Source: an optimization exercise on an open RTL-to-GDS flow (aim: small area). Production flows keep margins and buffers that such runs may drop. Where RTL was checked, it was by simulation tests only, not by an equivalence proof against the original.

== the baseline ==
==> flow/design.v (excerpt) <==
module feature_ext_top
#(
    parameter int REPORT_INTERVAL = 10,
    parameter int BASELINE_LEN    = 20       
) (
    input  logic                   clk,
    input  logic                   rst_n,
    input  logic signed [FP_W-1:0] vx,
    input  logic signed [FP_W-1:0] vy,
    input  logic signed [FP_W-1:0] nis_cv,
    input  logic                   imm_valid,
    input  logic signed [FP_W-1:0] rcs_amplitude,
    input  logic signed [FP_W-1:0] snr_db,
    input  logic signed [FP_W-1:0] doppler_spread_hz,
    input  logic signed [FP_W-1:0] micro_doppler_peak_hz,
    input  logic signed [FP_W-1:0] micro_doppler_period,
    input  logic                   rf_valid,
    output logic                   report_valid,
    output logic signed [FP_W-1:0] rpt_spd_avg,
    output logic signed [FP_W-1:0] rpt_spd_peak,
    output logic signed [FP_W-1:0] rpt_nis_avg,
    output logic signed [FP_W-1:0] rpt_nis_peak,
    output logic [MD_W-1:0]        rpt_md_type,
    output logic signed [FP_W-1:0] rpt_md_conf,
    output logic signed [FP_W-1:0] rpt_ecm_score,
    output logic                   rpt_ecm_detected,
    output logic                   ecm_noise_flag,
    output logic                   ecm_deception_flag
);
export LEC_CHECK = 0
export ABC_AREA = 1
export CAP_MARGIN = 20
export CORE_MARGIN = 2
export CORE_UTILIZATION = 60
export CTS_BUF_LIST = sky130_fd_sc_hd__clkbuf_4 sky130_fd_sc_hd__clkbuf_8
export GPL_TIMING_DRIVEN = 0
export SLEW_MARGIN = 20
export SYNTH_HIERARCHICAL = 1
create_clock -name core_clock -period 25.0 [get_ports {clk}]
standard.sh (not shown) runs the stock make flow with config.mk's settings and CLKGATE_MAP_FILE= SYNTH_SCRIPT=/design/flow/synth_recipe.tcl, a recipe that flattens the netlist after the stock synthesis.
==> flow/flow/run.sh <==
#!/bin/bash
# Layout flow: the standard flow (standard.sh, unchanged synthesis and steps),
# with the input/output port buffers made from the plain sky130 buffer
# (buf_1) instead of the delay buffer the resizer picks by default.
set -o pipefail
cp standard.sh standard.sh.txt
export BUFFER_PORTS_ARGS="-buffer_cell sky130_fd_sc_hd__buf_1"
bash standard.sh > standard.log 2>&1
status=$?
tail -40 standard.log
exit $status
In summary, the baseline completed successfully, with a layout that passed the timing, DRC and antenna checks.
## Diff of input files: the candidate against the baseline
==> flow/run.sh (new file) <==
#!/bin/bash
# synth_recipe.tcl (not shown) runs the flow's synth.tcl, then flattens the netlist and writes it again
# the make line also repeats each setting of config.mk as NAME=value (left out here)
make -C /OpenROAD-flow-scripts/flow DESIGN_CONFIG=/design/flow/config.mk WORK_HOME=/design/flow/orfs CLKGATE_MAP_FILE= SYNTH_SCRIPT=/design/flow/synth_recipe.tcl finish
removed: flow/flow/run.sh
removed: flow/standard.sh
==> comparison <==
Looking at the reports, the candidate completed the entire flow and the layout it produced met the timing, DRC and antenna checks. Summary of the candidate over the baseline: clock period minus worst slack now sits higher; final instance area +3.2%. Against the baseline, the candidate comes in 12 lower on number of signal-net buffers in the layout. Sort the baseline and the candidate by number of antenna violations at the first check in global routing, descending, and the baseline comes first.
No functional check of the RTL was part of any run of this note.

---

feature_ext_top, a different RTL version from the one above (not shown whole).
For scale: ~4,300 cells after synthesis, about 350 flip-flops, roughly 460 I/O pins, about 0.060 mm² of cells after synthesis.
==> flow/config.mk <==
export PLATFORM = sky130hd
export DESIGN_NAME = feature_ext_top
export DESIGN_NICKNAME = feature_ext_top
export VERILOG_FILES = /design/flow/design.v
export SDC_FILE = /design/flow/constraint.sdc
export NUM_CORES = 4
export LEC_CHECK = 0
export ABC_AREA = 0
export CAP_MARGIN = 20
export CORE_MARGIN = 2
export CORE_UTILIZATION = 60
export CTS_BUF_LIST = sky130_fd_sc_hd__clkbuf_16
export CTS_CLUSTER_DIAMETER = 100
export CTS_CLUSTER_SIZE = 20
export GPL_TIMING_DRIVEN = 0
export SLEW_MARGIN = 20
export SYNTH_HIERARCHICAL = 1
==> flow/constraint.sdc <==
create_clock -name core_clock -period 25.0 [get_ports {clk}]
set_input_delay 5.0000 -clock core_clock [delete_from_list [all_inputs] [get_ports {clk}]]
set_output_delay 5.0000 -clock core_clock [all_outputs]
set_load 0.01 [all_outputs]
==> flow/flow/run.sh <==
#!/bin/bash
# Layout flow: the standard flow (standard.sh, unchanged synthesis and steps),
# with the input/output port buffers made from the plain sky130 buffer
# (buf_1) instead of the delay buffer the resizer picks by default.
set -o pipefail
cp standard.sh standard.sh.txt
export BUFFER_PORTS_ARGS="-buffer_cell sky130_fd_sc_hd__buf_1"
bash standard.sh > standard.log 2>&1
status=$?
tail -40 standard.log
exit $status
Rerun with:
Settings changed: CORE_UTILIZATION 60 to 50, GPL_TIMING_DRIVEN 0 to 1.
Effect: Register-to-register slack improved by 0.14 ns; cell area grows by 0.69%; synthesized cell count does not change; hold slack hardly moves; routed wire length grows by 5.1%.
Rerun with:
Settings changed: CORE_UTILIZATION 50 to 72, GPL_TIMING_DRIVEN 1 to 0.
=> Core utilization rises by 23 points; die area shrinks by 30%; setup slack gets worse by 0.22 ns; global-route usage goes up by 9.3 points; routed wire length went down by 4.2%; count of clock-buffer cells in the layout climbs by 2; design area fell by 0.88%; register-to-register slack degrades by 0.27 ns.
Rerun with:
Settings changed: CORE_UTILIZATION 72 to 60, CTS_CLUSTER_SIZE 20 to 25, GPL_TIMING_DRIVEN 0 to 1.
=> The changed run finished with timing, DRC and antenna clean. Final cell count is higher by a few percent. Wire length rises slightly. Die area goes up by about a fifth. Cell area hardly moves. Non-clock buffer count increases by 39. Clock-buffer cell count went down by 2.
Rerun with:
Settings changed: CTS_CLUSTER_SIZE 25 to 20, GPL_ROUTABILITY_DRIVEN from default to 0.
Die area does not change.
Via count goes up by 0.51%.
Routed wire length hardly moves.
Maximum frequency goes up by about 0.43%.
Register-to-register slack gets better by 0.23 ns.
Clock skew goes up by 0.015 ns.
Rerun with:
Settings changed: GPL_ROUTABILITY_DRIVEN 0 to default.
Outcome: Wire length is about the same; die area does not change.

---

run 1:
feature_ext_top, a different RTL version from the one above (not shown whole).
Size in the first run: about 5900 cells after synthesis, about 350 flip-flops, about 460 I/O pins.
Settings: LEC_CHECK=0, ABC_AREA=1, CAP_MARGIN=20, CORE_MARGIN=2, CORE_UTILIZATION=60, CTS_BUF_LIST=sky130_fd_sc_hd__clkbuf_8, CTS_CLUSTER_DIAMETER=80, CTS_CLUSTER_SIZE=16, GPL_TIMING_DRIVEN=0, SLEW_MARGIN=20, SYNTH_HIERARCHICAL=1; clock period 25.0 ns.
Scripts as last shown in full above: flow/flow/run.sh
diff inputs: run 1 => run 2
# run 1
export LEC_CHECK = 0
export ABC_AREA = 1
export CAP_MARGIN = 20
export CORE_MARGIN = 2
export CORE_UTILIZATION = 60
export CTS_BUF_LIST = sky130_fd_sc_hd__clkbuf_8
export CTS_CLUSTER_DIAMETER = 80
export CTS_CLUSTER_SIZE = 16
export GPL_TIMING_DRIVEN = 0
export SLEW_MARGIN = 20
export SYNTH_HIERARCHICAL = 1
create_clock -name core_clock -period 25.0 [get_ports {clk}]
# run 2
export LEC_CHECK = 0
export ABC_AREA = 0
export CAP_MARGIN = 20
export CORE_MARGIN = 2
export CORE_UTILIZATION = 60
export CTS_BUF_LIST = sky130_fd_sc_hd__clkbuf_16
export CTS_CLUSTER_DIAMETER = 100
export CTS_CLUSTER_SIZE = 20
export GPL_TIMING_DRIVEN = 0
export SLEW_MARGIN = 20
export SYNTH_HIERARCHICAL = 1
create_clock -name core_clock -period 25.0 [get_ports {clk}]
Findings:
- Going from run 1 to run 2, the final area was found to have gone down by about 1%.
- Compared with run 1, run 2 shows a core region area that is 1.8% lower.
- Summary of run 2 over run 1: final critical delay including setup and external delays went up 0.098 ns; hold slack went down 0.014 ns.
> inputs changed (run 2 -> run 3)
# run 2
export LEC_CHECK = 0
export ABC_AREA = 0
export CAP_MARGIN = 20
export CORE_MARGIN = 2
export CORE_UTILIZATION = 60
export CTS_BUF_LIST = sky130_fd_sc_hd__clkbuf_16
export CTS_CLUSTER_DIAMETER = 100
export CTS_CLUSTER_SIZE = 20
export GPL_TIMING_DRIVEN = 0
export SLEW_MARGIN = 20
export SYNTH_HIERARCHICAL = 1
create_clock -name core_clock -period 25.0 [get_ports {clk}]
# run 3
export LEC_CHECK = 0
export ABC_AREA = 1
export CAP_MARGIN = 20
export CORE_MARGIN = 2
export CORE_UTILIZATION = 60
export CTS_BUF_LIST = sky130_fd_sc_hd__clkbuf_16
export CTS_CLUSTER_DIAMETER = 100
export CTS_CLUSTER_SIZE = 20
export GPL_TIMING_DRIVEN = 0
export SLEW_MARGIN = 20
export SYNTH_HIERARCHICAL = 1
create_clock -name core_clock -period 25.0 [get_ports {clk}]
### Flow results
The slowest library cell on the worst path comes out sky130_fd_sc_hd__fa_1 in one run and sky130_fd_sc_hd__fa_2 in the other, namely in run 2 and run 3 respectively. Run 3 vs run 2 — final-layout fill cell count rose 598. Summary of run 3 over run 2: post-layout worst setup margin rose 0.14 ns; row count grew by 0.84%; multiplexer share of the synthesized area now sits lower. Diff run 2 -> run 3: number of diodes added for antenna fixing now sits lower; signal arrival time at the worst endpoint now sits lower; die outline area now sits higher.

---

== the reference run ==
feature_ext_top, a different RTL version from the one above (not shown whole).
Size: roughly 460 I/O pins.
Settings: LEC_CHECK=0, ABC_AREA=0, CAP_MARGIN=20, CORE_MARGIN=2, CORE_UTILIZATION=60, CTS_BUF_LIST=sky130_fd_sc_hd__clkbuf_8, CTS_CLUSTER_DIAMETER=60, CTS_CLUSTER_SIZE=12, GPL_TIMING_DRIVEN=0, SLEW_MARGIN=20, SYNTH_HIERARCHICAL=1; clock period 25.0 ns.
Scripts as last shown in full above: flow/flow/run.sh
Relative to the reference run, the following input files were edited for the trial run:
==> flow/config.mk <==
export PLATFORM = sky130hd
export DESIGN_NAME = feature_ext_top
export DESIGN_NICKNAME = feature_ext_top
export VERILOG_FILES = /design/flow/design.v
export SDC_FILE = /design/flow/constraint.sdc
export NUM_CORES = 4
export LEC_CHECK = 0
export ABC_AREA = 0
export CAP_MARGIN = 20
export CORE_MARGIN = 2
export CORE_UTILIZATION = 60
export CTS_BUF_LIST = sky130_fd_sc_hd__clkbuf_16
export CTS_CLUSTER_DIAMETER = 100
export CTS_CLUSTER_SIZE = 20
export GPL_TIMING_DRIVEN = 1
export SLEW_MARGIN = 20
export SYNTH_HIERARCHICAL = 1
Findings:
The trial run against the reference run: cell count after placement climbed 165; design area held steady; count of clock-net buffers in the final layout fell by 28.
The fraction of met2 tracks used by global routing number comes out lower for the reference run vs the trial run.
From the reference run to the trial run the numbers moved as follows: clock buffer and inverter area fraction after layout now sits lower, relative max-transition margin rose 13 points, effective utilization at floorplan ~0 delta.
Min wire length across the trial run and the reference run: the reference run
Compare the trial run and the reference run | post-cts resize count lower: the trial run
~same maximum frequency in the trial run and the reference run

-- what the ideal ports hide --
In the flow no input, the clock included, has a driving cell. The finished layouts below were timed again as built, in two steps.
Step 1 sets driving cells, clkbuf_16 on the clock port and buf_2 on the other inputs (assumed; they add their load-dependent delay and slew).
Step 2 times the ports against the registers' clock, not the clock port: input delays grow and output delays shrink by t, the midpoint of the rising clock arrivals with the driver on.
Slacks: ideal ports / drivers / drivers and shift; pairs: ideal ports / drivers.
| run | t (ns) | setup slack, ns | worst setup path after step 2 | worst register clock-pin slew, ns |
|---|---|---|---|---|
| the baseline | 0.787 | 0.402 / 0.448 / -0.339 | input to register | 0.08 / 0.08 |
| the candidate | 0.793 | 0.363 / 0.409 / -0.384 | input to register | 0.07 / 0.07 |
| the first run of note 2 | 0.711 | 0.513 / 0.553 / -0.158 | input to register | 0.09 / 0.09 |
| the second run of note 2 | 0.710 | 0.528 / 0.529 / -0.181 | input to register | 0.09 / 0.09 |
| the third run of note 2 | 0.686 | 0.309 / 0.350 / -0.336 | input to register | 0.09 / 0.09 |
| the fourth run of note 2 | 0.710 | 0.558 / 0.606 / -0.104 | input to register | 0.10 / 0.10 |
| the fifth run of note 2 | 0.719 | 0.663 / 0.708 / -0.011 | input to register | 0.09 / 0.09 |
| the sixth run of note 2 | 0.722 | 0.576 / 0.615 / -0.107 | input to register | 0.09 / 0.09 |
| run 1 | 0.789 | 0.512 / 0.563 / -0.226 | input to register | 0.12 / 0.12 |
| run 2 | 0.695 | 0.414 / 0.314 / -0.381 | input to register | 0.09 / 0.09 |
| run 3 | 0.713 | 0.558 / 0.613 / -0.100 | input to register | 0.10 / 0.10 |
| the reference run | 0.782 | 0.384 / 0.423 / -0.359 | input to register | 0.09 / 0.09 |
| the trial run | 0.655 | 0.436 / 0.479 / -0.176 | input to register | 0.09 / 0.09 |
Met with ideal ports but missed after step 2: setup timing in every run listed. For run 2, which loses most, drivers alone change the setup slack by -0.100 ns; drivers and shift together by -0.795 ns.
